This design comes from an exercise in tuning for small area, a short achievable clock period and few clock cycles per item on the open sky130 flow, not from production work. Where RTL was checked, it was by simulation tests only, not by an equivalence proof against the original. The RTL of run 6 was laid out without a check of its function.

[design/flow/design.v]
package valu_pkg;
  typedef enum logic [1:0] {
    OP_ADD  = 2'd0,
    OP_SUB  = 2'd1,
    OP_MUL  = 2'd2,
    OP_RSVD = 2'd3
  } valu_op_e;
  typedef enum logic [1:0] {
    ST_IDLE  = 2'd0,
    ST_RUN   = 2'd1,
    ST_DRAIN = 2'd2,
    ST_DONE  = 2'd3
  } valu_state_e;
  localparam int unsigned DRAIN_CYCLES = 2;
  typedef struct packed {
    logic overflow;
    logic zero;
    logic negative;
  } valu_flags_t;
  function automatic logic add_overflow(input logic a_msb, input logic b_msb,
                                        input logic r_msb);
    add_overflow = (a_msb == b_msb) && (r_msb != a_msb);
  endfunction
endpackage
module alu
#(
  parameter int vdw_p    = 32,
  parameter int op_len_p = 2
) (
  input  logic        sub_i,
  input  logic        hinit_i,
  input  logic [31:0] a_i,
  input  logic [31:0] b_i,
  input  logic [3:0]  one_i,
  input  logic [3:0]  two_i,
  input  logic [3:0]  neg_i,
  input  logic [31:0] hv_i,
  input  logic [7:0]  hc_i,
  output logic [31:0] sum_o,
  output logic        ovf_o,
  output logic [7:0]  lo_o,
  output logic [31:0] hv_o,
  output logic [7:0]  hc_o
);
  localparam int W = 40;
  logic [31:0] bx;
  assign bx    = b_i ^ {32{sub_i}};
  assign sum_o = a_i + bx + {31'd0, sub_i};
  assign ovf_o = (a_i[31] == bx[31]) & (sum_o[31] != a_i[31]);
  logic [W-1:0] row [6];
  logic [32:0]  a2;
  logic [31:0]  hv;
  logic [7:0]   hc;
  assign a2 = {a_i[31], a_i};
  assign hv = hinit_i ? 32'd0 : hv_i;
  assign hc = hinit_i ? 8'd0  : hc_i;
  always_comb begin
    for (int r = 0; r < 6; r++) row[r] = '0;
    row[0][31:0] = {~hv[31], hv[30:0]};
    for (int k = 0; k < 4; k++) begin
      for (int i = 0; i < 33; i++) begin
        logic sel;
        sel = (one_i[k] & a2[i]) | (two_i[k] & ((i == 0) ? 1'b0 : a2[i-1]));
        row[k+1][2*k+i] = (i == 32) ? ~(sel ^ neg_i[k]) : (sel ^ neg_i[k]);
      end
    end
    row[2][0] = neg_i[0];
    row[3][2] = neg_i[1];
    row[4][4] = neg_i[2];
    row[5] = 40'hAA_8000_0000;
    row[5][6]  = neg_i[3];
    for (int m = 0; m < 8; m++) row[5][4*m] = hc[m];
  end
  function automatic logic [2*W-1:0] csa(input logic [W-1:0] x,
                                         input logic [W-1:0] y,
                                         input logic [W-1:0] z);
    logic [W-1:0] s, c;
    s = x ^ y ^ z;
    c = ((x & y) | (x & z) | (y & z)) << 1;
    csa = {c, s};
  endfunction
  logic [W-1:0] s1, c1, s2, c2, s3, c3, s4, c4;
  always_comb begin
    {c1, s1} = csa(row[0], row[1], row[2]);
    {c2, s2} = csa(row[3], row[4], row[5]);
    {c3, s3} = csa(s1, c1, s2);
    {c4, s4} = csa(s3, c3, c2);
  end
  logic [4:0] n0, n1a, n1b;
  logic [4:0] blk [8];
  assign n0  = {1'b0, s4[3:0]} + {1'b0, c4[3:0]};
  assign n1a = {1'b0, s4[7:4]} + {1'b0, c4[7:4]};
  assign n1b = {1'b0, s4[7:4]} + {1'b0, c4[7:4]} + 5'd1;
  always_comb begin
    for (int b = 0; b < 8; b++)
      blk[b] = {1'b0, s4[8+4*b +: 4]} + {1'b0, c4[8+4*b +: 4]};
  end
  logic [4:0] n1;
  assign n1   = n0[4] ? n1b : n1a;
  assign lo_o = {n1[3:0], n0[3:0]};
  always_comb begin
    hc_o[0] = n1[4];
    for (int b = 0; b < 8; b++) begin
      hv_o[4*b +: 4] = blk[b][3:0];
      if (b < 7) hc_o[b+1] = blk[b][4];
    end
  end
endmodule
module valu_seq
#(
  parameter int vdw_p    = 32,
  parameter int op_len_p = 2,
  parameter int vlen_p   = 16,
  parameter int vregs_p  = 8
) (
  input  logic                         clk_i,
  input  logic                         reset_n_i,
  input  logic                         cmd_v_i,
  output logic                         cmd_ready_o,
  input  logic [op_len_p-1:0]          cmd_op_i,
  input  logic [$clog2(vlen_p+1)-1:0]  cmd_len_i,
  input  logic [$clog2(vregs_p)-1:0]   cmd_vd_i,
  input  logic [$clog2(vregs_p)-1:0]   cmd_vs1_i,
  input  logic [$clog2(vregs_p)-1:0]   cmd_vs2_i,
  output logic                         rd_v_o,
  output logic [$clog2(vregs_p)-1:0]   rd_reg_a_o,
  output logic [$clog2(vregs_p)-1:0]   rd_reg_b_o,
  output logic [$clog2(vlen_p)-1:0]    rd_el_o,
  input  logic [vdw_p-1:0]             rd_a_i,
  input  logic [vdw_p-1:0]             rd_b_i,
  output logic                         wr_v_o,
  output logic [$clog2(vregs_p)-1:0]   wr_reg_o,
  output logic [$clog2(vlen_p)-1:0]    wr_el_o,
  output logic [vdw_p-1:0]             wr_data_o,
  output logic                         done_o,
  output logic                         flag_overflow_o,
  output logic                         flag_zero_o,
  output logic                         flag_negative_o
);
  localparam int LW = $clog2(vlen_p+1);
  localparam int EW = $clog2(vlen_p);
  localparam int RW = $clog2(vregs_p);
  logic          busy_q, rdv_q, nrdy_q, l0_q, mul_q, sub_q;
  logic [1:0]    bub_q, j_q;
  logic [EW-1:0] el_q;
  logic [RW-1:0] vd_q, vs1_q, vs2_q;
  logic          accept, go, fin_it, finish;
  logic          busy_n, l0_n, mul_n;
  logic [1:0]    bub_n, j_n;
  logic [EW-1:0] el_n;
  assign cmd_ready_o = ~nrdy_q;
  assign accept      = cmd_v_i & ~nrdy_q;
  assign rd_v_o      = rdv_q;
  assign rd_reg_a_o  = vs1_q;
  assign rd_reg_b_o  = vs2_q;
  assign rd_el_o     = el_q;
  assign go     = busy_q & (bub_q == 2'd0);
  assign fin_it = ~mul_q | (j_q == 2'd3);
  assign finish = go & (l0_q | ((el_q == '0) & fin_it));
  always_comb begin
    busy_n = busy_q;
    bub_n  = bub_q;
    el_n   = el_q;
    j_n    = j_q;
    l0_n   = l0_q;
    mul_n  = mul_q;
    if (busy_q && bub_q != 2'd0) begin
      bub_n = bub_q - 2'd1;
    end else if (go) begin
      if (finish) busy_n = 1'b0;
      if (fin_it) begin
        el_n = el_q - EW'(1);
        j_n  = 2'd0;
      end else begin
        j_n  = j_q + 2'd1;
      end
    end
    if (accept) begin
      busy_n = 1'b1;
      l0_n   = (cmd_len_i == '0);
      mul_n  = (cmd_op_i == 2'd2);
      el_n   = EW'(cmd_len_i - LW'(1));
      j_n    = 2'd0;
      bub_n  = (cmd_len_i == LW'(1)) ? 2'd2 :
               (cmd_len_i == LW'(2)) ? 2'd1 : 2'd0;
    end
  end
  always_ff @(posedge clk_i or negedge reset_n_i) begin
    if (!reset_n_i) begin
      busy_q <= 1'b0;
      rdv_q  <= 1'b0;
      nrdy_q <= 1'b0;
    end else begin
      busy_q <= busy_n;
      rdv_q  <= busy_n & (bub_n == 2'd0) & ~l0_n;
      nrdy_q <= ~(~busy_n | ((bub_n == 2'd0) &
                 (l0_n | ((el_n == '0) & (~mul_n | (j_n == 2'd3))))));
    end
  end
  always_ff @(posedge clk_i) begin
    bub_q <= bub_n;
    el_q  <= el_n;
    j_q   <= j_n;
    l0_q  <= l0_n;
    mul_q <= mul_n;
    if (accept) begin
      sub_q <= (cmd_op_i == 2'd1);
      vd_q  <= cmd_vd_i;
      vs1_q <= cmd_vs1_i;
      vs2_q <= cmd_vs2_i;
    end
  end
  logic          c_wv, c_last, c_mul, c_sub;
  logic [1:0]    c_j;
  logic [EW-1:0] c_el;
  logic [RW-1:0] c_vd;
  always_ff @(posedge clk_i or negedge reset_n_i) begin
    if (!reset_n_i) begin
      c_wv   <= 1'b0;
      c_last <= 1'b0;
    end else begin
      c_wv   <= go & ~l0_q & fin_it;
      c_last <= finish & busy_q;
    end
  end
  always_ff @(posedge clk_i) begin
    c_mul <= mul_q;
    c_sub <= sub_q;
    c_j   <= j_q;
    c_el  <= el_q;
    c_vd  <= vd_q;
  end
  logic          x_wv, x_last, x_mul, x_sub, x_hinit;
  logic [EW-1:0] x_el;
  logic [RW-1:0] x_vd;
  logic [31:0]   a_q, b_q;
  logic [8:0]    dig;
  logic [3:0]    one_d, two_d, neg_d, one_q, two_q, neg_q;
  always_comb begin
    case (c_j)
      2'd0:    dig = {rd_b_i[7:0], 1'b0};
      2'd1:    dig = rd_b_i[15:7];
      2'd2:    dig = rd_b_i[23:15];
      default: dig = rd_b_i[31:23];
    endcase
    for (int k = 0; k < 4; k++) begin
      one_d[k] = dig[2*k+1] ^ dig[2*k];
      two_d[k] = (dig[2*k+2] & ~dig[2*k+1] & ~dig[2*k]) |
                 (~dig[2*k+2] & dig[2*k+1] & dig[2*k]);
      neg_d[k] = dig[2*k+2];
    end
  end
  always_ff @(posedge clk_i or negedge reset_n_i) begin
    if (!reset_n_i) begin
      x_wv   <= 1'b0;
      x_last <= 1'b0;
    end else begin
      x_wv   <= c_wv;
      x_last <= c_last;
    end
  end
  always_ff @(posedge clk_i) begin
    a_q     <= rd_a_i;
    b_q     <= rd_b_i;
    one_q   <= one_d;
    two_q   <= two_d;
    neg_q   <= neg_d;
    x_mul   <= c_mul;
    x_sub   <= c_sub;
    x_hinit <= (c_j == 2'd0);
    x_el    <= c_el;
    x_vd    <= c_vd;
  end
  logic [31:0] sum, hv, h_q;
  logic [7:0]  lo;
  logic [7:0]  hc, hc_q;
  logic        sum_ovf;
  logic [31:0] r_q;
  alu #(
    .vdw_p    (vdw_p),
    .op_len_p (op_len_p)
  ) u_alu (
    .sub_i   (x_sub),
    .hinit_i (x_hinit),
    .a_i     (a_q),
    .b_i     (b_q),
    .one_i   (one_q),
    .two_i   (two_q),
    .neg_i   (neg_q),
    .hv_i    (h_q),
    .hc_i    (hc_q),
    .sum_o   (sum),
    .ovf_o   (sum_ovf),
    .lo_o    (lo),
    .hv_o    (hv),
    .hc_o    (hc)
  );
  logic          w_wv, w_last, w_mul, w_aovf, done_q;
  logic [EW-1:0] w_el;
  logic [RW-1:0] w_vd;
  logic          acc_ovf_q, acc_zero_q, acc_neg_q;
  always_ff @(posedge clk_i or negedge reset_n_i) begin
    if (!reset_n_i) begin
      w_wv   <= 1'b0;
      w_last <= 1'b0;
    end else begin
      w_wv   <= x_wv;
      w_last <= x_last;
    end
  end
  always_ff @(posedge clk_i) begin
    h_q    <= hv;
    hc_q   <= hc;
    r_q    <= x_mul ? {lo, r_q[31:8]} : sum;
    w_aovf <= sum_ovf;
    w_mul  <= x_mul;
    w_el   <= x_el;
    w_vd   <= x_vd;
  end
  assign wr_v_o    = w_wv;
  assign wr_reg_o  = w_vd;
  assign wr_el_o   = w_el;
  assign wr_data_o = r_q;
  logic [31:0] hi;
  logic e_ovf, e_zero, e_neg;
  logic b_ovf, b_zero, b_neg;
  logic [31:0] hcw;
  always_comb begin
    hcw = '0;
    for (int m = 0; m < 8; m++) hcw[4*m] = hc_q[m];
  end
  assign hi = h_q + hcw;
  assign e_ovf  = w_mul ? ~((&hi & r_q[31]) | ~(|hi | r_q[31])) : w_aovf;
  assign e_zero = (r_q == '0);
  assign e_neg  = r_q[31];
  assign b_ovf  = done_q ? 1'b0 : acc_ovf_q;
  assign b_zero = done_q ? 1'b1 : acc_zero_q;
  assign b_neg  = done_q ? 1'b0 : acc_neg_q;
  always_ff @(posedge clk_i or negedge reset_n_i) begin
    if (!reset_n_i) begin
      done_q     <= 1'b0;
      acc_ovf_q  <= 1'b0;
      acc_zero_q <= 1'b1;
      acc_neg_q  <= 1'b0;
    end else begin
      done_q     <= w_last;
      acc_ovf_q  <= b_ovf  | (w_wv & e_ovf);
      acc_zero_q <= b_zero & (~w_wv | e_zero);
      acc_neg_q  <= b_neg  | (w_wv & e_neg);
    end
  end
  assign done_o          = done_q;
  assign flag_overflow_o = acc_ovf_q;
  assign flag_zero_o     = acc_zero_q;
  assign flag_negative_o = acc_neg_q;
endmodule
[design/flow/flow/run.sh]
#!/bin/bash
# The standard layout (standard.sh) with two changes to how it is made:
#  - ORFS's repair_timing is asked for extra setup slack beyond the clock
#    constraint (SETUP_SLACK_MARGIN, ns), so it keeps improving paths that
#    already meet the constraint;
#  - the port buffers that ORFS's buffer_ports puts on every input and
#    output use a plain buffer cell (buf_1) instead of its default choice.
# Constraints, clock period and all steps are the standard flow's.
set -euo pipefail
export SETUP_SLACK_MARGIN=8.3
export BUFFER_PORTS_ARGS="-buffer_cell sky130_fd_sc_hd__buf_1"
bash standard.sh > standard_finish.log 2>&1
[design/flow/standard.sh]
#!/bin/bash
# synth_recipe.tcl (not shown) runs the flow's synth.tcl, then flattens the netlist and writes it again
# the make line also repeats each setting of config.mk as NAME=value (left out here)
make -C /OpenROAD-flow-scripts/flow DESIGN_CONFIG=/design/flow/config.mk WORK_HOME=/design/flow/orfs CLKGATE_MAP_FILE= SYNTH_SCRIPT=/design/flow/synth_recipe.tcl "${@:-finish}"
[design/flow/config.mk]
export PLATFORM = sky130hd
export DESIGN_NAME = valu_seq
export DESIGN_NICKNAME = valu_seq
export VERILOG_FILES = /design/flow/design.v
export SDC_FILE = /design/flow/constraint.sdc
export NUM_CORES = 4
export LEC_CHECK = 0
export CAP_MARGIN = 20
export CORE_MARGIN = 2
export CORE_UTILIZATION = 45
export SLEW_MARGIN = 20
export TNS_END_PERCENT = 10
[design/flow/constraint.sdc]
create_clock -name core_clock -period 11.5 [get_ports {clk_i}]
set_input_delay 2.3000 -clock core_clock [delete_from_list [all_inputs] [get_ports {clk_i}]]
set_output_delay 2.3000 -clock core_clock [all_outputs]
set_load 0.01 [all_outputs]
==> qor.yml, run 1 <==
cells_and_area:
  synthToLayoutAreaGrowth_pct: 17.4
  drive_gt1_share_pct: 15.0
  n_antenna_cell: 0
  final_cell_mix: "inv_1, dfxtp_1, buf_1"
  fillers: 3021
  layout.cells.non_filler: 2213
  finalNetCount: 2055
floorplan:
  start_util_pct: 45.5
  die-area_mm2: 0.0361
  dieHeight_um: 190
  io_pins: 139
  core_mm2: 0.0343
  rows: 68
  dieWidth_um: 190
worst_setup_path:
  worstRegToRegCells: 13
  cp_max_fo: 5
  required_ps: 11900
  critPathLaunchType: "flop"
  endpoint: "r_q[29]"
  crit_type: "reg -> reg"
  r2r-start: "two_q[0]"
  rr_endpoint: "r_q[29]"
  cp_data_arrival_time_ps: 4120
  crit_start: "two_q[0]"
  end_kind: "flop"
  r2r_slack_ps: 7780
grt:
  use_met2_pct: 38.5
  grt_overflow_total: 0
  grt_pass1_vias: 11900
  grt_pass1_wl_um: 65500
  busiest_layer: "met2"
  met1_usage_pct: 30.6
  antenna_found_initial: 0
  met3_usage_pct: 4.02
  grt_max_degree: 63
  grt.total_usage_pct: 23.2
yosys:
  synth_top_family_by_area: "adder cells"
  ys_types: 85
  async_reset_ff_share_pct: 6.16
  synthFlopType: "dfxtp_1"
  synth_edf_count: 10
  synth-seq-area-share_pct: 28.2
  synth_fa_ha_area_share_pct: 23.7
  synth_area_mm2: 0.0156
  yosys_register_bits: 211
  synth_compound_area_share_pct: 15.2
  netlist_instances: 1609
  synth_xor_area_share_pct: 13.2
  synth_area_per_cell_um2: 9.69
  syn_nets: 1922
  yosys.area_share.simple_pct: 10.5
  yosysWarnings: 4
  synth_mux_area_share_pct: 2.38
clock_tree:
  clk_pin_slew_ps: 60
  htreeDepth: 1
  cts_buffer_depth: 3
  cts_buffers: 24
  cts_tree: "done"
  clock_latency_ps: 540
  clock-sinks: 211
  cts_root_buffer: "clkbuf_16"
timing:
  fmax_mhz: 269
  final.setup.tns_ps: 0
  min_period_over_period_pct: 32.4
  finalHoldViolCount: 0
  tightestPinTransition_ps: 702
  slew_headroom_pct: 53.2
  holdWs_ps: 324
  setup_viol: 0
  finClkSkew_ps: 11.0
  fin_crit_ps: 3720
  setup_ws_ps: 7780
  rsz0062_at_grt: "yes"
  drv_slew: 0
detailed_routing:
  antenna_left: 0
  drc: 0
  drt_first_pass_iters: 6
  drt_first_iter_violations: 923
  wirelength_um: 42200
  wire_per_inst_um: 19.1
  via_count: 12100
  vias_per_cell: 5.46
min_path:
  min_path_type: "reg -> reg"
  hold_depth: 0
placement:
  io_buffers: 138
  dpl.hpwl_um: 30800
  dp_cells: 2108
  gp_congestion: 0.901
  place_ws_ps: 7170
run_status:
  status: "complete, no violations"
job:
  drv_cap: 0
## cells in the mapped netlist (12+ instances only)
cell type | n | area (um2)
fa_1 | 108 | 2160
a21oi_1 | 50 | 250
nand2b_1 | 41 | 257
and3_1 | 12 | 75.1
buf_1 | 14 | 52.6
inv_1 | 159 | 597
ha_1 | 122 | 1530
xor2_1 | 118 | 1030
nor3_1 | 12 | 60.1
dfxtp_1 | 188 | 3760
a22oi_1 | 126 | 946
nand4_1 | 19 | 119
clkbuf_2 | 25 | 125
nand3_1 | 18 | 90.1
a21o_1 | 19 | 143
dfrtp_1 | 12 | 300
nor2_1 | 35 | 131
nor2b_1 | 29 | 181
nor4_1 | 13 | 81.3
clkbuf_1 | 56 | 210
nand2_1 | 81 | 304
o21ai_0 | 68 | 340
xnor2_1 | 117 | 1020
## worst max-delay path: stages, from the launching register on
cell and delay [ps]:
dfxtp_4 350, buf_12 140, a22oi_2 160, xnor2_1 100, fa_1 510, inv_1 50
fa_1 480, fa_1 550, inv_2 50, fa_1 530, ha_2 280, mux2_2 250
nand2_1 60, o21ai_1 70
## through the flow
| step | cell area [um2] | util (%) |
|---|---|---|
| after floorplan | 15700 | - |
| after global placement | 16400 | 47.7 |
| after detailed placement | 16400 | 47.7 |
| after CTS | 17900 | 52.1 |
| after global routing | 18300 | 53.4 |
| final | 18300 | 53.4 |
## per-layer routing
metal / wire, um / share of wire (%)
met1: 18400 / 43
met2: 19900 / 47
met3: 2750 / 6.5
met4: 1180 / 2.8
met5: 0 / 0
## cell type report
class / instances / area, um2 / area share (%)
tap: 455 / 569 / 3.11
clock inverter: 13 / 141 / 0.772
multi-input combinational: 1133 / 10500 / 57.2
inverter: 160 / 626 / 3.42
timing repair buffer: 212 / 1390 / 7.59
sequential: 211 / 4470 / 24.4
clock buffer: 29 / 639 / 3.49
## worst min-delay path by stage
stage / end / from
after CTS: x_el[0] / c_el[0]
after global placement: x_mul / c_mul
after floorplan: w_el[0] / x_el[0]
after global routing: x_mul / c_mul
after detailed placement: w_el[1] / x_el[1]
final: x_el[0] / c_el[0]
## state kept, by name, summed over array words and instances (netlist names), 4 cells and up
name   count
a_q       32
two_q      4
c_el       4
h_q       32
el_q       4
w_el       4
one_q      4
x_el       4
hc_q       8
b_q       32
r_q       32
neg_q      4
## kinds of logic after synthesis
| group | after synthesis |
|---|---|
| AO/OA/AOI/OAI | 341 |
| XOR/XNOR | 235 |
| adder cells (fa/ha/maj) | 230 |
| buffers and inverters | 265 |
| flip-flops | 211 |
| multiplexers | 26 |
| AND/OR/NAND/NOR | 301 |
## timing repair
| item | CTS | global route |
|---|---|---|
| endpoints found under the setup margin | 110 | 103 |
| pin swaps | 38 | 34 |
| cloned | 5 | 0 |
| gates resized for setup | 105 | 57 |
| hold buffers | 0 | 0 |
| buffers inserted | 33 | 25 |
Testbench counts, summed over its fixed seeds: cycles 8,665, items 5,408.
==> run 2, diff against run 1 <==
--- a/design/flow/flow/run.sh
+++ b/design/flow/flow/run.sh
@@ -8,5 +8,5 @@
 # Constraints, clock period and all steps are the standard flow's.
 set -euo pipefail
-export SETUP_SLACK_MARGIN=8.3
+export SETUP_SLACK_MARGIN=8.0
 export BUFFER_PORTS_ARGS="-buffer_cell sky130_fd_sc_hd__buf_1"
 bash standard.sh > standard_finish.log 2>&1
--- a/design/flow/config.mk
+++ b/design/flow/config.mk
@@ -10,3 +10,3 @@
 export CORE_UTILIZATION = 45
 export SLEW_MARGIN = 20
-export TNS_END_PERCENT = 10
+export TNS_END_PERCENT = 1
==> run 2 against run 1 <==
  * Worst hold slack about the same
  * Cell count down 2.6%
  * Clock-buffer cell count down 1
  * Largest cell class unchanged
==> qor.yml, run 2 <==
grt:
  grt.total_usage_pct: 22.7  # was 23.2%
  grt_pass1_wl_um: 64200  # was 65500 um
  grt_max_degree: 63  # unchanged
  antenna_found_initial: 0  # unchanged
  grt_pass1_vias: 11700  # was 11900
  grt_overflow_total: 0  # unchanged
yosys:
  synth_top_area_share_pct: 24.1  # unchanged
  synthTopCellsByArea: "dfxtp_1, fa_1, ha_1"  # unchanged
  ys_types: 85  # unchanged
  netlist_instances: 1609  # unchanged
  yosys_register_bits: 211  # unchanged
  yosysWarnings: 4  # unchanged
  synth_area_per_cell_um2: 9.69  # unchanged
  yosysTopAreaCell: "dfxtp_1"  # unchanged
  async_reset_ff_share_pct: 6.16  # unchanged
  synth_area_mm2: 0.0156  # unchanged
  yosys-top-cells-count: "dfxtp_1, inv_1, a22oi_1"  # unchanged
  synth.most_common_cell: "dfxtp_1"  # unchanged
  synth-seq-area-share_pct: 28.2  # unchanged
  syn_nets: 1922  # unchanged
  synthFlopType: "dfxtp_1"  # unchanged
  synth_edf_count: 10  # unchanged
worst_setup_path:
  required_ps: 11870  # was 11900 ps
  r2r-start: "two_q[0]"  # unchanged
  cp_data_arrival_time_ps: 4130  # was 4120 ps
  cp_max_fo: 16  # was 5
  crit_type: "reg -> reg"  # unchanged
  crit_start: "two_q[0]"  # unchanged
  worstRegToRegCells: 13  # unchanged
  critPathLaunchType: "flop"  # unchanged
  end_kind: "flop"  # unchanged
  r2r_slack_ps: 7730  # was 7780 ps
  rr_endpoint: "r_q[29]"  # unchanged
detailed_routing:
  wirelength_um: 40500  # was 42200 um
  drt_first_pass_iters: 5  # was 6
  vias_per_cell: 5.45  # was 5.46
  drt_first_iter_violations: 714  # was 923
  drc: 0  # unchanged
  wire_per_inst_um: 18.8  # was 19.1 um
  antenna_left: 0  # unchanged
  via_count: 11700  # was 12100
floorplan:
  dieWidth_um: 190  # unchanged
  dieHeight_um: 190  # unchanged
  core_mm2: 0.0343  # unchanged
  io_pins: 139  # unchanged
  rows: 68  # unchanged
  start_util_pct: 45.5  # unchanged
  die-area_mm2: 0.0361  # unchanged
cells_and_area:
  final_cell_mix: "dfxtp_1, inv_1, buf_1"  # was inv_1, dfxtp_1, buf_1
  layout_commonest_cell: "dfxtp_1"
  fin_util_pct: 50.6  # was 53.4%
  fillers: 3172  # was 3021
  finalNetCount: 1996  # was 2055
  synthToLayoutAreaGrowth_pct: 11.2  # was 17.4%
  drive_gt1_share_pct: 7.18  # was 15.0%
clock_tree:
  cts_root_buffer: "clkbuf_16"  # unchanged
  clk_pin_slew_ps: 70  # was 60 ps
  ctsHoldBuffers: 0  # unchanged
  clock_latency_ps: 530  # was 540 ps
  htreeDepth: 1  # unchanged
  cts_tree: "done"  # unchanged
  cts_buffers: 23  # was 24
  cts_buffer_depth: 3  # unchanged
  clock-sinks: 211  # unchanged
timing:
  final.setup.tns_ps: 0  # unchanged
  min_period_over_period_pct: 32.7  # was 32.4%
  drv_slew: 0  # unchanged
  holdWs_ps: 324  # about the same
  finalHoldViolCount: 0  # unchanged
  slew_headroom_pct: 33.6  # was 53.2%
  finClkSkew_ps: 16.2  # was 11.0 ps
  fin_crit_ps: 3770  # was 3720 ps
  setup_viol: 0  # unchanged
  tightestPinTransition_ps: 996  # was 702 ps
  fmax_mhz: 266  # was 269 MHz
  rsz0062_at_grt: "yes"  # unchanged
run_status:
  status: "complete, no violations"  # unchanged
min_path:
  min_path_type: "reg -> reg"  # unchanged
  hold_depth: 0  # unchanged
  min_to: "w_el[0]"  # was x_el[0]
  min-delay-start: "x_el[0]"  # was c_el[0]
placement:
  io_buffers: 138  # unchanged
  gp_congestion: 0.888  # was 0.901
  dpl.hpwl_um: 30500  # was 30800 um
job:
  drv_cap: 0  # unchanged
## run 2: cell counts after synthesis
No cell type changed its count.
## run 2: how the worst max path moves through the flow
stage	endpoint	slack, ps
after floorplan	r_q[29]	7900
after global placement	r_q[29]	7120
after detailed placement	r_q[29]	7060
after CTS	r_q[29]	7730
after global routing	r_q[29]	7590
final	r_q[29]	7730
## run 2: timing repair
action / CTS / global route
pin swaps: 0 / 1
endpoints found under the setup margin: 48 / 40
cloned: 2 / 0
buffers inserted: 5 / 0
gates resized for setup: 28 / 7
## run 2: area by class of cell
type	count	area (um2)	area share [%]
diodes	1	2.50	0.0144
clock buffers	28	636	3.67
clock inverters	14	145	0.837
inverters	160	606	3.49
multi-input cells	1133	10100	58.5
flip-flops and latches	211	4430	25.6
well taps	455	569	3.28
repair buffers	154	801	4.62
## run 2: worst max-delay path, stage by stage (launching register included)
cell	delay, ps
dfxtp_2	350
buf_12	160
a22oi_2	160
xnor2_1	110
fa_1	530
inv_1	60
fa_1	480
fa_1	510
inv_1	60
fa_1	480
ha_1	290
mux2_2	260
nand2_1	60
o21ai_1	90
## run 2: metal layers
layer | track usage [%] | wire length (um) | part of all wire [%]
met1 | 30.7 | 18200 | 45
met2 | 37.5 | 18900 | 47
met3 | 3.67 | 2470 | 6.1
met4 | 6.56 | 954 | 2.4
met5 | 0 | 0 | 0
## run 2: cells by family (layout without fill, tap and decap cells)
logic type / count (synthesis) / in the layout / synth area share, %
AO/OA/AOI/OAI: 341 / 341 / 15.2
XOR/XNOR: 235 / 235 / 13.2
adder cells (fa/ha/maj): 230 / 230 / 23.7
buffers and inverters: 265 / 356 / 6.92
flip-flops: 211 / 211 / 28.2
multiplexers: 26 / 26 / 2.38
other: 0 / 1 / 0
AND/OR/NAND/NOR: 301 / 301 / 10.5
## run 2: stage by stage
step	area (um2)	worst slack (ps)	std cells
2_1_floorplan	15600	7900	1609
3_3_place_gp	16300	7120	2106
3_5_place_dp	16300	7060	2106
4_1_cts	17300	7730	2155
5_1_grt	17300	7590	2155
6_report	17300	7730	2156
==> run 3, diff against run 2 <==
--- a/design/flow/config.mk
+++ b/design/flow/config.mk
@@ -10,3 +10,2 @@
 export CORE_UTILIZATION = 45
 export SLEW_MARGIN = 20
-export TNS_END_PERCENT = 1
==> run 3 against run 2 <==
  * Synthesized area did not move
  * First-iteration DRC count rose by 14%
  * Die area did not move
  * Wire length rose by 3.6%
  * Flip-flop and latch count did not move
  * Via count rose by 2.3%
  * Cell count rose by 2.0%
  * Clock skew rose by 12 ps
  * Register-to-register slack improved by 50 ps
  * Highest routed layer unchanged
==> qor.yml, run 3 <==
timing:
  fmax_mhz: 269  # was 266 MHz
  rsz0062_at_grt: "yes"  # unchanged
  fin_crit_ps: 3720  # was 3770 ps
  holdWs_ps: 325  # was 324 ps
  finClkSkew_ps: 28.6  # was 16.2 ps
  drv_slew: 0  # unchanged
  min_period_over_period_pct: 32.3  # was 32.7%
  tightestPinTransition_ps: 1040  # was 996 ps
  slew_headroom_pct: 31.0  # was 33.6%
  finalHoldViolCount: 0  # unchanged
  setup_viol: 0  # unchanged
  final.setup.tns_ps: 0  # unchanged
yosys:
  yosys_register_bits: 211  # unchanged
  yosysWarnings: 4  # unchanged
  async_reset_ff_share_pct: 6.16  # unchanged
  netlist_instances: 1609  # unchanged
  synth_area_per_cell_um2: 9.69  # unchanged
  syn_nets: 1922  # unchanged
  yosys-top-cells-count: "dfxtp_1, inv_1, a22oi_1"  # unchanged
  ys_types: 85  # unchanged
  yosysTopAreaCell: "dfxtp_1"  # unchanged
  synthTopCellsByArea: "dfxtp_1, fa_1, ha_1"  # unchanged
  synth_area_mm2: 0.0156  # unchanged
  synth-seq-area-share_pct: 28.2  # unchanged
  synthFlopType: "dfxtp_1"  # unchanged
  synth_top_area_share_pct: 24.1  # unchanged
  synth_edf_count: 10  # unchanged
  synth.most_common_cell: "dfxtp_1"  # unchanged
detailed_routing:
  antenna_left: 0  # unchanged
  drt_first_iter_violations: 816  # was 714
  drt_first_pass_iters: 5  # unchanged
  drc: 0  # unchanged
  vias_per_cell: 5.46  # was 5.45
  wire_per_inst_um: 19.1  # was 18.8 um
  via_count: 12000  # was 11700
  wirelength_um: 42000  # was 40500 um
worst_setup_path:
  rr_endpoint: "r_q[29]"  # unchanged
  path_cells: "buf_12 > a22oi_2 > xnor2_2 > fa_1 > inv_2 > fa_1 > fa_1 > inv_2 > fa_2 > ha_4 > mux2_2 > nand2_1 > o21ai_1"  # was buf_12 > a22oi_2 > xnor2_1 > fa_1 > inv_1 > fa_1 > fa_1 > inv_1 > fa_1 > ha_1 > mux2_2 > nand2_1 > o21ai_1
  worstRegToRegCells: 13  # unchanged
  path_buf_inv: 3  # unchanged
  cp_slowest_stage_delay_ps: 580  # was 530 ps
  slowest_stage: "fa_2"  # was fa_1
  cpMostUsedCell: "fa_1"  # unchanged
  critPathLaunchType: "flop"  # unchanged
  cp.depth: 13  # unchanged
  cp_max_fo: 6  # was 16
  r2r-start: "two_q[0]"  # unchanged
  r2r_slack_ps: 7780  # was 7730 ps
  end_kind: "flop"  # unchanged
  required_ps: 11880  # was 11870 ps
  cp_data_arrival_time_ps: 4100  # was 4130 ps
  crit_type: "reg -> reg"  # unchanged
  path_delay_family: "adder cells"  # unchanged
grt:
  grt_max_degree: 63  # unchanged
  grt_pass1_vias: 11800  # was 11700
  grt_pass1_wl_um: 64400  # was 64200 um
  grt.total_usage_pct: 22.6  # was 22.7%
  antenna_found_initial: 0  # unchanged
  grt_overflow_total: 0  # unchanged
placement:
  io_buffers: 138  # unchanged
  gp_congestion: 0.893  # was 0.888
  dp_cells: 2106  # unchanged
  dpl.hpwl_um: 30500  # about the same
job:
  drv_cap: 0  # unchanged
floorplan:
  core_mm2: 0.0343  # unchanged
  dieWidth_um: 190  # unchanged
  io_pins: 139  # unchanged
  dieHeight_um: 190  # unchanged
  die-area_mm2: 0.0361  # unchanged
  rows: 68  # unchanged
  start_util_pct: 45.5  # unchanged
clock_tree:
  cts_tree: "done"  # unchanged
  ctsHoldBuffers: 0  # unchanged
  clk_pin_slew_ps: 70  # about the same
  htreeDepth: 1  # unchanged
  cts_root_buffer: "clkbuf_16"  # unchanged
  cts_buffers: 23  # unchanged
  clock_latency_ps: 530  # about the same
  clock-sinks: 211  # unchanged
  cts_buffer_depth: 3  # unchanged
cells_and_area:
  n_antenna_cell: 0  # was 1
  drive_gt1_share_pct: 16.9  # was 7.18%
  layout.cells.non_filler: 2199  # was 2156
  synthToLayoutAreaGrowth_pct: 16.8  # was 11.2%
  final_cell_mix: "dfxtp_1, inv_1, buf_1"  # unchanged
  layout_commonest_cell: "dfxtp_1"  # unchanged
  finalNetCount: 2040  # was 1996
min_path:
  min_path_type: "reg -> reg"  # unchanged
  hold_depth: 0  # unchanged
  min-delay-start: "c_vd[2]"  # was x_el[0]
  min_to: "x_vd[2]"  # was w_el[0]
run_status:
  status: "complete, no violations"  # unchanged
run 3: per-layer routing:
metal / vias to the layer above / track usage (%) / routed length (um)
li1: 5712 / - / -
met1: 5859 / 30.6 / 18600
met2: 379 / 37.7 / 19800
met3: 62 / 3.32 / 2580
met4: 0 / 5.96 / 1010
met5: - / 0 / 0
run 3: cell type report:
| class | instances | area [um2] |
|---|---|---|
| clock buffers | 30 | 652 |
| clock inverters | 12 | 116 |
| multi-input cells | 1133 | 10600 |
| repair buffers | 198 | 1200 |
| well taps | 455 | 569 |
| flip-flops and latches | 211 | 4480 |
| fillers | 3069 | 16100 |
| inverters | 160 | 606 |
run 3: cells by family (layout without fill, tap and decap cells):
kind of cell               after synthesis  in the layout  synth area share (%)
AOI/OAI and AO/OA                      341            341                  15.2
and+or+nand+nor                        301            301                  10.5
buffers and inverters                  265            400                  6.92
xor gates and xnor gates               235            235                  13.2
adders and majority gates              230            230                  23.7
DFF                                    211            211                  28.2
muxes                                   26             26                  2.38
run 3: how the worst max path moves through the flow:
stage / startpoint / to
floorplan: one_q[1] / r_q[29]
global placement: one_q[1] / r_q[29]
detailed placement: two_q[1] / r_q[29]
CTS: two_q[0] / r_q[29]
global route: two_q[0] / r_q[29]
finish: two_q[0] / r_q[29]
run 3: timing repair:
| action | CTS | global route |
|---|---|---|
| pin swaps | 24 | 80 |
| cloned | 2 | 1 |
| resized for setup | 76 | 126 |
| setup buffers | 15 | 33 |
| setup endpoints to repair | 45 | 38 |
run 3: worst reg2reg max path, cell delays in order (launching register included):
cell     delay, ps
dfxtp_4        350
buf_12         130
a22oi_2        200
xnor2_2         90
fa_1           520
inv_2           40
fa_1           490
fa_1           530
inv_2           50
fa_2           580
ha_4           210
mux2_2         250
nand2_1         60
o21ai_1         70
run 3: through the flow:
| stage | area [um2] | util [%] | worst slack [ps] |
|---|---|---|---|
| final | 18200 | 53.1 | 7780 |
| after CTS | 17500 | 51.0 | 7800 |
| after global routing | 18200 | 53.1 | 7670 |
| after floorplan | 15700 | - | 7900 |
| after global placement | 16300 | 47.5 | 7120 |
| after detailed placement | 16300 | 47.5 | 7060 |
==> run 4, diff against run 3 <==
--- a/design/flow/config.mk
+++ b/design/flow/config.mk
@@ -10,2 +10,3 @@
 export CORE_UTILIZATION = 45
 export SLEW_MARGIN = 20
+export TNS_END_PERCENT = 0
==> run 4 against run 3 <==
  * Still clean on timing, DRC and antenna
  * Global-route usage up 0.12 points
  * Clock-buffer cell count fell by 2
  * First-iteration DRC count is 13% lower
  * Flip-flop and latch count stayed put
  * Sequential share of layout area is 0.99 points higher
  * Worst hold slack worse by 1.7 ps
==> qor.yml, run 4 <==
run_status:
  status: "complete, no violations"  # unchanged
floorplan:
  dieHeight_um: 190  # unchanged
  start_util_pct: 45.5  # unchanged
  io_pins: 139  # unchanged
  die-area_mm2: 0.0361  # unchanged
  rows: 68  # unchanged
  core_mm2: 0.0343  # unchanged
  dieWidth_um: 190  # unchanged
yosys:
  synth_area_per_cell_um2: 9.69  # unchanged
  synth_edf_count: 10  # unchanged
  synth.most_common_cell: "dfxtp_1"  # unchanged
  netlist_instances: 1609  # unchanged
  yosys_register_bits: 211  # unchanged
  syn_nets: 1922  # unchanged
  yosysWarnings: 4  # unchanged
  synth_top_area_share_pct: 24.1  # unchanged
  async_reset_ff_share_pct: 6.16  # unchanged
  synth-seq-area-share_pct: 28.2  # unchanged
  synthTopCellsByArea: "dfxtp_1, fa_1, ha_1"  # unchanged
  synth_area_mm2: 0.0156  # unchanged
  yosysTopAreaCell: "dfxtp_1"  # unchanged
  synthFlopType: "dfxtp_1"  # unchanged
  ys_types: 85  # unchanged
  yosys-top-cells-count: "dfxtp_1, inv_1, a22oi_1"  # unchanged
clock_tree:
  clock_latency_ps: 530  # about the same
  cts_buffer_depth: 3  # unchanged
  htreeDepth: 1  # unchanged
  cts_tree: "done"  # unchanged
  clk_pin_slew_ps: 70  # about the same
  cts_root_buffer: "clkbuf_16"  # unchanged
  clock-sinks: 211  # unchanged
  cts_buffers: 23  # unchanged
grt:
  antenna_found_initial: 0  # unchanged
  grt.total_usage_pct: 22.7  # was 22.6%
  grt_pass1_vias: 11700  # was 11800
  grt_overflow_total: 0  # unchanged
  grt_max_degree: 63  # unchanged
  grt_pass1_wl_um: 64200  # was 64400 um
detailed_routing:
  wirelength_um: 40500  # was 42000 um
  antenna_left: 0  # unchanged
  wire_per_inst_um: 18.8  # was 19.1 um
  drt_first_iter_violations: 714  # was 816
  via_count: 11700  # was 12000
  drc: 0  # unchanged
  drt_first_pass_iters: 5  # unchanged
  vias_per_cell: 5.45  # was 5.46
worst_setup_path:
  r2r-start: "two_q[0]"  # unchanged
  end_kind: "flop"  # unchanged
  r2r_slack_ps: 7730  # was 7780 ps
  critPathLaunchType: "flop"  # unchanged
  crit_type: "reg -> reg"  # unchanged
  cp_max_fo: 16  # was 6
  cp_data_arrival_time_ps: 4130  # was 4100 ps
  worstRegToRegCells: 13  # unchanged
  required_ps: 11870  # was 11880 ps
  slowest_stage: "fa_1"  # was fa_2
  endpoint: "r_q[29]"  # unchanged
  path_cells: "buf_12 > a22oi_2 > xnor2_1 > fa_1 > inv_1 > fa_1 > fa_1 > inv_1 > fa_1 > ha_1 > mux2_2 > nand2_1 > o21ai_1"  # was buf_12 > a22oi_2 > xnor2_2 > fa_1 > inv_2 > fa_1 > fa_1 > inv_2 > fa_2 > ha_4 > mux2_2 > nand2_1 > o21ai_1
  cp_slowest_stage_delay_ps: 530  # was 580 ps
  crit_start: "two_q[0]"  # unchanged
  cpMostUsedCell: "fa_1"  # unchanged
  rr_endpoint: "r_q[29]"  # unchanged
cells_and_area:
  fillers: 3172  # was 3069
  layout.cells.non_filler: 2156  # was 2199
  synthToLayoutAreaGrowth_pct: 11.2  # was 16.8%
  multiInputGateArea_mm2: 0.0101  # was 0.0106 mm2
  register_area_mm2: 0.00443  # was 0.00448 mm2
  layout_commonest_cell: "dfxtp_1"  # unchanged
  drive_gt1_share_pct: 7.18  # was 16.9%
  finalNetCount: 1996  # was 2040
  final_cell_mix: "dfxtp_1, inv_1, buf_1"  # unchanged
timing:
  min_period_over_period_pct: 32.7  # was 32.3%
  finClkSkew_ps: 16.2  # was 28.6 ps
  fin_crit_ps: 3770  # was 3720 ps
  final.setup.tns_ps: 0  # unchanged
  rsz0062_at_grt: "yes"  # unchanged
  fmax_mhz: 266  # was 269 MHz
  drv_slew: 0  # unchanged
  tightestPinTransition_ps: 996  # was 1040 ps
  setup_viol: 0  # unchanged
  finalHoldViolCount: 0  # unchanged
  slew_headroom_pct: 33.6  # was 31.0%
min_path:
  min_path_type: "reg -> reg"  # unchanged
placement:
  io_buffers: 138  # unchanged
  dpl.hpwl_um: 30500  # about the same
  gp_congestion: 0.888  # was 0.893
  dp_cells: 2106  # unchanged
job:
  drv_cap: 0  # unchanged
## run 4: changes by cell type in the layout (fill, tap and decap cells not counted), moves of 9 or more
| cell | before | now |
|---|---|---|
| a22oi_1 | 106 | 124 |
| a22oi_2 | 20 | 2 |
| buf_4 | 37 | 4 |
| dfxtp_1 | 144 | 168 |
| dfxtp_2 | 32 | 13 |
| fa_1 | 84 | 108 |
| fa_2 | 24 | 0 |
| ha_1 | 110 | 122 |
| inv_1 | 143 | 159 |
| inv_2 | 16 | 0 |
| o21ai_0 | 58 | 67 |
| xor2_1 | 109 | 118 |
| xor2_2 | 9 | 0 |
## run 4: area by class of cell
cell class                 instances  area share [%]
antenna                            1          0.0144
clock buffer                      28            3.67
clock inverter                    14           0.837
inverter                         160            3.49
multi-input combinational       1133            58.5
sequential                       211            25.6
tap                              455            3.28
timing repair buffer             154            4.62
## run 4: routing by layer
layer / share of wire [%] / up-vias / global-route usage [%]
met3: 6.1 / 60 / 3.67
met5: 0 / - / 0
li1: - / 5638 / -
met1: 45 / 5691 / 30.7
met2: 47 / 358 / 37.5
met4: 2.4 / 0 / 6.56
## run 4: cell families after synthesis
kind of cell | after synthesis | synth area share, %
DFF | 211 | 28.2
adders and majority gates | 230 | 23.7
and+or+nand+nor | 301 | 10.5
muxes | 26 | 2.38
buffers and inverters | 265 | 6.92
xor gates and xnor gates | 235 | 13.2
AOI/OAI and AO/OA | 341 | 15.2
## run 4: metrics by stage
stage,cell area [um2],utilization (%),hold WS (ps),setup WS (ps)
finish,17300,50.6,324,7730
global route,17300,50.5,330,7590
CTS,17300,50.5,326,7730
detailed placement,16300,47.5,312,7060
global placement,16300,47.5,310,7120
floorplan,15600,-,310,7900
## run 4: worst max-delay path, delay by kind of cell, from the launching register on
family / cells / cell delay [ps]
fa+ha+maj: 5 / 2290
mux: 1 / 260
simple gates: 1 / 60
buf+inv: 3 / 280
flops: 1 / 350
compound gates: 2 / 250
xor+xnor: 1 / 110
## run 4: worst min-delay path by stage
stage            start       to  cells after the start
2_1_floorplan  x_el[0]  w_el[0]                      0
3_3_place_gp   x_vd[1]  w_vd[1]                      0
3_5_place_dp   x_el[0]  w_el[0]                      0
4_1_cts          c_sub    x_sub                      0
5_1_grt        x_el[3]  w_el[3]                      0
6_report       x_el[0]  w_el[0]                      0
## run 4: what timing repair did
action / 4_1_cts / 5_1_grt
hold buffers: 0 / 0
setup endpoints to repair: 48 / 40
gates cloned: 2 / 0
gates resized for setup: 28 / 7
setup buffers: 5 / 0
pin swaps: 0 / 1
==> run 5, diff against run 4 <==
--- a/design/flow/config.mk
+++ b/design/flow/config.mk
@@ -9,4 +9,4 @@
 export CORE_MARGIN = 2
 export CORE_UTILIZATION = 45
+export CTS_BUF_LIST = sky130_fd_sc_hd__clkbuf_4 sky130_fd_sc_hd__clkbuf_8
 export SLEW_MARGIN = 20
-export TNS_END_PERCENT = 0
==> run 5 against run 4 <==
  * Setup slack worse by 30 ps
  * Via count rose by 3.2%
  * Non-clock buffer count is 37 higher
  * Highest routed layer unchanged
  * Synthesized area is the same
  * Clock-buffer cell count up 27
  * Critical endpoint unchanged
==> qor.yml, run 5 <==
run_status:
  status: "complete, no violations"  # unchanged
grt:
  grt_max_degree: 63  # unchanged
  grt_pass1_wl_um: 64800  # was 64200 um
  grt.total_usage_pct: 23.0  # was 22.7%
  antenna_found_initial: 0  # unchanged
  grt_overflow_total: 0  # unchanged
  grt_pass1_vias: 12100  # was 11700
floorplan:
  io_pins: 139  # unchanged
  start_util_pct: 45.5  # unchanged
  rows: 68  # unchanged
  dieWidth_um: 190  # unchanged
  dieHeight_um: 190  # unchanged
  core_mm2: 0.0343  # unchanged
  die-area_mm2: 0.0361  # unchanged
yosys:
  yosys-top-cells-count: "dfxtp_1, inv_1, a22oi_1"  # unchanged
  synth-seq-area-share_pct: 28.2  # unchanged
  async_reset_ff_share_pct: 6.16  # unchanged
  synth_edf_count: 10  # unchanged
  netlist_instances: 1609  # unchanged
  synthFlopType: "dfxtp_1"  # unchanged
  syn_nets: 1922  # unchanged
  synth.most_common_cell: "dfxtp_1"  # unchanged
  yosysWarnings: 4  # unchanged
  ys_types: 85  # unchanged
  synth_area_mm2: 0.0156  # unchanged
  synth_top_area_share_pct: 24.1  # unchanged
  yosysTopAreaCell: "dfxtp_1"  # unchanged
  synth_area_per_cell_um2: 9.69  # unchanged
  synthTopCellsByArea: "dfxtp_1, fa_1, ha_1"  # unchanged
  yosys_register_bits: 211  # unchanged
clock_tree:
  htreeDepth: 2  # was 1
  cts_buffer_depth: 3  # unchanged
  clk_pin_slew_ps: 70  # about the same
  cts_buffers: 36  # was 23
  clock-sinks: 211  # unchanged
  cts_tree: "done"  # unchanged
  clock_latency_ps: 570  # was 530 ps
  cts_root_buffer: "clkbuf_8"  # was clkbuf_16
worst_setup_path:
  required_ps: 11910  # was 11870 ps
  slowest_stage: "fa_2"  # was fa_1
  path_delay_family: "adder cells"  # unchanged
  cp_max_fo: 9  # was 16
  cp_slowest_stage_delay_ps: 580  # was 530 ps
  path_buf_inv: 2  # was 3
  cpMostUsedCell: "fa_1"  # unchanged
  cp_data_arrival_time_ps: 4210  # was 4130 ps
  critPathLaunchType: "flop"  # unchanged
  r2r_slack_ps: 7700  # was 7730 ps
  end_kind: "flop"  # unchanged
  path_cells: "a22oi_2 > xnor2_2 > fa_1 > inv_2 > fa_1 > fa_1 > inv_2 > fa_2 > ha_4 > mux2_2 > nand2_1 > o21ai_1"  # was buf_12 > a22oi_2 > xnor2_1 > fa_1 > inv_1 > fa_1 > fa_1 > inv_1 > fa_1 > ha_1 > mux2_2 > nand2_1 > o21ai_1
  crit_type: "reg -> reg"  # unchanged
timing:
  min_period_over_period_pct: 33.0  # was 32.7%
  rsz0062_at_grt: "yes"  # unchanged
  slew_headroom_pct: 30.4  # was 33.6%
  fin_crit_ps: 3800  # was 3770 ps
  tightestPinTransition_ps: 1040  # was 996 ps
  finClkSkew_ps: 25.2  # was 16.2 ps
  final.setup.tns_ps: 0  # unchanged
  fmax_mhz: 263  # was 266 MHz
  setup_viol: 0  # unchanged
  finalHoldViolCount: 0  # unchanged
  drv_slew: 0  # unchanged
cells_and_area:
  finalNetCount: 2046  # was 1996
  final_cell_mix: "inv_1, buf_1, dfxtp_1"  # was dfxtp_1, inv_1, buf_1
  synthToLayoutAreaGrowth_pct: 17.5  # was 11.2%
  layout_commonest_cell: "inv_1"  # was dfxtp_1
  fin_util_pct: 53.4  # was 50.6%
  drive_gt1_share_pct: 19.3  # was 7.18%
  fillers: 3088  # was 3172
min_path:
  min_path_type: "reg -> reg"  # unchanged
job:
  drv_cap: 0  # unchanged
detailed_routing:
  wire_per_inst_um: 19.2  # was 18.8 um
  drt_first_pass_iters: 5  # unchanged
  vias_per_cell: 5.47  # was 5.45
  antenna_left: 0  # unchanged
  drt_first_iter_violations: 791  # was 714
  wirelength_um: 42500  # was 40500 um
  via_count: 12100  # was 11700
  drc: 0  # unchanged
placement:
  gp_congestion: 0.893  # was 0.888
  dpl.hpwl_um: 30500  # about the same
  io_buffers: 138  # unchanged
[run 5: changes by cell type in the layout (fill, tap and decap cells not counted), moves of 13 or more]
cell,previous run,this run
a22oi_1,124,88
a22oi_2,2,38
buf_4,4,28
clkbuf_16,24,2
clkbuf_8,2,44
dfxtp_1,168,134
dfxtp_2,13,41
fa_1,108,84
fa_2,0,24
inv_1,159,146
inv_2,0,13
xor2_1,118,104
xor2_2,0,14
[run 5: worst paths after layout]
kind,depth (start not counted),startpoint,endpoint
min in group asynchronous,1,reset_n_i,acc_ovf_q
hold reg to reg,0,c_vd[2],x_vd[2]
hold / removal,0,c_vd[2],x_vd[2]
setup reg to reg,12,a_q[5],r_q[29]
max in group asynchronous,1,reset_n_i,w_wv
setup / recovery,12,a_q[5],r_q[29]
[run 5: timing repair]
action	in CTS	in global routing
setup buffers	25	15
resized for setup	96	135
pin swaps	34	94
cloned	2	2
hold buffers	0	0
setup endpoints to repair	52	41
[run 5: per-layer routing]
metal / global-route usage [%] / part of all wire, %
met5: 0 / 0
met4: 8.74 / 3.0
met3: 5.02 / 7.0
met2: 37.7 / 47
met1: 29.6 / 43
[run 5: layout make-up]
| type | instances | area (um2) | area share (%) |
|---|---|---|---|
| inverters | 160 | 606 | 3.31 |
| clock buffers | 55 | 688 | 3.76 |
| multi-input cells | 1133 | 10700 | 58.2 |
| flip-flops and latches | 211 | 4490 | 24.5 |
| repair buffers | 191 | 1200 | 6.57 |
| clock inverters | 11 | 96.3 | 0.526 |
| well taps | 455 | 569 | 3.11 |
| diodes | 1 | 2.50 | 0.0137 |
[run 5: cells by family (layout without fill, tap and decap cells)]
| group | Yosys count | in the layout | synth area share, % |
|---|---|---|---|
| AO/OA/AOI/OAI | 341 | 341 | 15.2 |
| XOR/XNOR | 235 | 235 | 13.2 |
| adder cells (fa/ha/maj) | 230 | 230 | 23.7 |
| buffers and inverters | 265 | 417 | 6.92 |
| flip-flops | 211 | 211 | 28.2 |
| multiplexers | 26 | 26 | 2.38 |
| other | 0 | 1 | 0 |
| AND/OR/NAND/NOR | 301 | 301 | 10.5 |
[run 5: metrics by stage]
stage	setup slack [ps]	std cells	hold slack [ps]	area (um2)
2_1_floorplan	7900	1609	310	15700
3_3_place_gp	7120	2106	310	16300
3_5_place_dp	7060	2106	312	16300
4_1_cts	7810	2199	317	17700
5_1_grt	7600	2216	331	18300
6_report	7700	2217	324	18300
==> run 6, diff against run 5 <==
--- a/design/flow/design.v
+++ b/design/flow/design.v
@@ -186,4 +186,27 @@
     end
   end
+  logic busy_na, rdv_na, rdy_na;
+  logic [1:0]    bub_na, j_na;
+  logic [EW-1:0] el_na;
+  always_comb begin
+    busy_na = busy_q;
+    bub_na  = bub_q;
+    el_na   = el_q;
+    j_na    = j_q;
+    if (busy_q && bub_q != 2'd0) begin
+      bub_na = bub_q - 2'd1;
+    end else if (go) begin
+      if (finish) busy_na = 1'b0;
+      if (fin_it) begin
+        el_na = el_q - EW'(1);
+        j_na  = 2'd0;
+      end else begin
+        j_na  = j_q + 2'd1;
+      end
+    end
+    rdv_na = busy_na & (bub_na == 2'd0) & ~l0_q;
+    rdy_na = ~busy_na | ((bub_na == 2'd0) &
+             (l0_q | ((el_na == '0) & (~mul_q | (j_na == 2'd3)))));
+  end
   always_ff @(posedge clk_i or negedge reset_n_i) begin
     if (!reset_n_i) begin
@@ -193,7 +216,11 @@
     end else begin
       busy_q <= busy_n;
-      rdv_q  <= busy_n & (bub_n == 2'd0) & ~l0_n;
-      nrdy_q <= ~(~busy_n | ((bub_n == 2'd0) &
-                 (l0_n | ((el_n == '0) & (~mul_n | (j_n == 2'd3))))));
+      if (accept) begin
+        rdv_q  <= (cmd_len_i >= LW'(3));
+        nrdy_q <= (cmd_len_i != '0);
+      end else begin
+        rdv_q  <= rdv_na;
+        nrdy_q <= ~rdy_na;
+      end
     end
   end
--- a/design/flow/config.mk
+++ b/design/flow/config.mk
@@ -9,4 +9,3 @@
 export CORE_MARGIN = 2
 export CORE_UTILIZATION = 45
-export CTS_BUF_LIST = sky130_fd_sc_hd__clkbuf_4 sky130_fd_sc_hd__clkbuf_8
 export SLEW_MARGIN = 20
==> run 6 against run 5 <==
  * Still clean
  * Clock-buffer cell count decreased by 24
  * Worst hold slack lost 4.0 ps
  * Utilization up 0.22 points
  * Sequential share of layout area is 0.36 points lower
  * Die area is 0.50% higher
==> qor.yml, run 6 <==
grt:
  grt_pass1_wl_um: 65900  # was 64800 um
  grt_overflow_total: 0  # unchanged
  grt.total_usage_pct: 23.1  # was 23.0%
  antenna_found_initial: 1  # was 0
  grt_pass1_vias: 12100  # about the same
  grt_max_degree: 65  # was 63
yosys:
  synth_top_area_share_pct: 23.8  # was 24.1%
  netlist_instances: 1632  # was 1609
  synth-seq-area-share_pct: 28.1  # was 28.2%
  syn_nets: 1946  # was 1922
  synth_area_mm2: 0.0157  # was 0.0156 mm2
  yosysTopAreaCell: "dfxtp_1"  # unchanged
  yosys_register_bits: 211  # unchanged
  yosysWarnings: 4  # unchanged
  async_reset_ff_share_pct: 6.16  # unchanged
  synth.most_common_cell: "dfxtp_1"  # unchanged
  ys_types: 80  # was 85
  synthFlopType: "dfxtp_1"  # unchanged
  synth_edf_count: 12  # was 10
  yosys-top-cells-count: "dfxtp_1, inv_1, xor2_1"  # was dfxtp_1, inv_1, a22oi_1
  synth_area_per_cell_um2: 9.60  # was 9.69 um2
  synthTopCellsByArea: "dfxtp_1, fa_1, ha_1"  # unchanged
placement:
  place_ws_ps: 7080  # was 7060 ps
  dpl.hpwl_um: 31400  # was 30500 um
  dp_cells: 2128  # was 2106
  gp_congestion: 0.914  # was 0.893
  io_buffers: 138  # unchanged
  place_area_mm2: 0.0164  # was 0.0163 mm2
floorplan:
  dieHeight_um: 191  # was 190 um
  start_util_pct: 45.5  # about the same
  die-area_mm2: 0.0363  # was 0.0361 mm2
  core_mm2: 0.0345  # was 0.0343 mm2
  io_pins: 139  # unchanged
  dieWidth_um: 191  # was 190 um
  rows: 68  # unchanged
cells_and_area:
  fin_util_pct: 53.7  # was 53.4%
  final_cell_mix: "dfxtp_1, inv_1, buf_1"  # was inv_1, buf_1, dfxtp_1
  finalInstanceArea_mm2: 0.0185  # was 0.0183 mm2
  layout.cells.non_filler: 2214  # was 2217
  layout_commonest_cell: "dfxtp_1"  # was inv_1
  drive_gt1_share_pct: 16.0  # was 19.3%
  synthToLayoutAreaGrowth_pct: 18.0  # was 17.5%
  finalNetCount: 2055  # was 2046
  n_antenna_cell: 0  # was 1
run_status:
  status: "complete, no violations"  # unchanged
detailed_routing:
  wl_met2_um: 20000  # was 19900 um
  m1WireLength_um: 18900  # was 18400 um
  drt_first_iter_violations: 776  # was 791
  highest_layer: "met4"  # unchanged
  wirelength_um: 42800  # was 42500 um
  dr_wl_met3_um: 2630  # was 3000 um
  drt_first_pass_iters: 5  # unchanged
  via_count: 12300  # was 12100
  antenna_left: 0  # unchanged
  vias_per_cell: 5.57  # was 5.47
  wire_per_inst_um: 19.3  # was 19.2 um
  drc: 0  # unchanged
timing:
  drv_slew: 0  # unchanged
  final.setup.tns_ps: 0  # unchanged
  tightestPinTransition_ps: 784  # was 1040 ps
  finClkSkew_ps: 9.29  # was 25.2 ps
  min_period_over_period_pct: 35.0  # was 33.0%
  fmax_mhz: 248  # was 263 MHz
  rsz0062_at_grt: "yes"  # unchanged
  setup_ws_ps: 7470  # was 7700 ps
  finalHoldViolCount: 0  # unchanged
  setup_viol: 0  # unchanged
  fin_crit_ps: 4030  # was 3800 ps
  slew_headroom_pct: 47.7  # was 30.4%
  holdWs_ps: 320  # was 324 ps
worst_setup_path:
  required_ps: 11930  # was 11910 ps
  cp_max_fo: 5  # was 9
  crit_type: "reg -> reg"  # unchanged
  end_kind: "flop"  # unchanged
  cp_data_arrival_time_ps: 4450  # was 4210 ps
  crit_start: "one_q[1]"  # was a_q[5]
  r2r-start: "one_q[1]"  # was a_q[5]
  critPathLaunchType: "flop"  # unchanged
min_path:
  min_path_type: "reg -> reg"  # unchanged
  min-delay-start: "x_el[1]"  # was c_vd[2]
clock_tree:
  clock-sinks: 211  # unchanged
  cts_tree: "done"  # unchanged
  clk_pin_slew_ps: 70  # about the same
  clock_latency_ps: 530  # was 570 ps
  htreeDepth: 1  # was 2
  cts_root_buffer: "clkbuf_16"  # was clkbuf_8
  cts_buffer_depth: 3  # unchanged
  cts_buffers: 24  # was 36
job:
  drv_cap: 0  # unchanged
==> run 6: changes by cell type after synthesis, moves of 5 or more <==
cell | before | now
a21oi_1 | 50 | 58
clkbuf_1 | 56 | 70
and3_1 | 12 | 7
inv_1 | 159 | 154
a21o_1 | 19 | 32
mux2i_1 | 10 | 5
clkbuf_2 | 25 | 18
a211oi_1 | 6 | 12
xnor2_1 | 117 | 106
xor2_1 | 118 | 126
==> run 6: final cells by class <==
class                      instances  area [um2]
clock buffer                      31         709
clock inverter                    13         149
fill                            3085       16000
inverter                         154         578
multi-input combinational       1157       10800
sequential                       211        4460
tap                              455         569
timing repair buffer             193        1240
==> run 6: cells by family after synthesis <==
group / count (synthesis) / synth area share, %
flops: 211 / 28.1
buf+inv: 264 / 6.59
fa+ha+maj: 231 / 23.6
mux: 24 / 2.28
simple gates: 302 / 10.2
xor+xnor: 232 / 13.0
compound gates: 368 / 16.2
==> run 6: path summary, 6_finish.rpt <==
| check | depth (start not counted) | endpoint | slack [ps] |
|---|---|---|---|
| max | 13 | r_q[29] | 7470 |
| min | 0 | w_el[1] | 320 |
| max reg2reg | 13 | r_q[29] | 7470 |
| min reg2reg | 0 | w_el[1] | 320 |
| max in group asynchronous | 1 | w_wv | 9240 |
| min in group asynchronous | 1 | busy_q | 1800 |
==> run 6: critical path, cell delays in order (launching register included) <==
cell and delay (ps):
dfxtp_4 360, buf_12 130, a22oi_2 200, xnor2_1 110, fa_1 500, inv_2 50, fa_1 470, fa_1 530
inv_2 60, fa_2 580, ha_4 210, mux2_4 260, a211o_1 250, a211o_1 220
==> run 6: timing repair <==
action	4_1_cts	5_1_grt
pin swaps	52	66
hold buffers	0	0
setup endpoints to repair	42	40
endpoints found under the hold margin	0	0
gates cloned	4	3
buffers inserted	11	24
gates resized for setup	100	92
==> run 6: per-layer routing <==
metal	global-route usage, %	vias up
met3	3.53	67
met5	0	-
met2	37.7	418
li1	-	5829
met4	7.33	0
met1	31.5	6016

-- what the ideal ports hide --
In the flow no input, the clock included, has a driving cell. The finished layouts below were timed again as built, in two steps.
Step 1: set_driving_cell puts a clkbuf_16 on clk_i and a buf_2 on each other input, an assumption about the parent block.
Step 2 moves the port delays by t, midway between the first and last clock arrival at a register: inputs arrive t later, outputs are due t later. That takes back most of the time a late clock gives input paths.
Slacks: ideal ports / drivers / drivers and shift; pairs: ideal ports / drivers.
| run | shift t [ns] | slack for setup (ns) | worst hold slack (ns) | latest minus earliest clock arrival (ns) | worst register clock-pin slew, ns |
|---|---|---|---|---|---|
| run 1 | 0.583 | 7.777 / 7.777 / 7.695 | 0.324 / 0.324 / 0.324 | 0.015 / 0.016 | 0.06 / 0.06 |
| run 2 | 0.570 | 7.734 / 7.734 / 7.538 | 0.324 / 0.324 / 0.324 | 0.016 / 0.016 | 0.07 / 0.07 |
| run 3 | 0.568 | 7.784 / 7.784 / 7.640 | 0.325 / 0.325 / 0.325 | 0.029 / 0.029 | 0.07 / 0.07 |
| run 4 | 0.570 | 7.734 / 7.734 / 7.538 | 0.324 / 0.324 / 0.324 | 0.016 / 0.016 | 0.07 / 0.07 |
| run 5 | 0.605 | 7.704 / 7.704 / 7.625 | 0.324 / 0.324 / 0.324 | 0.025 / 0.026 | 0.07 / 0.07 |
| run 6 | 0.577 | 7.472 / 7.472 / 7.472 | 0.320 / 0.320 / 0.320 | 0.009 / 0.009 | 0.07 / 0.07 |
After both steps every run listed still meets setup and hold.
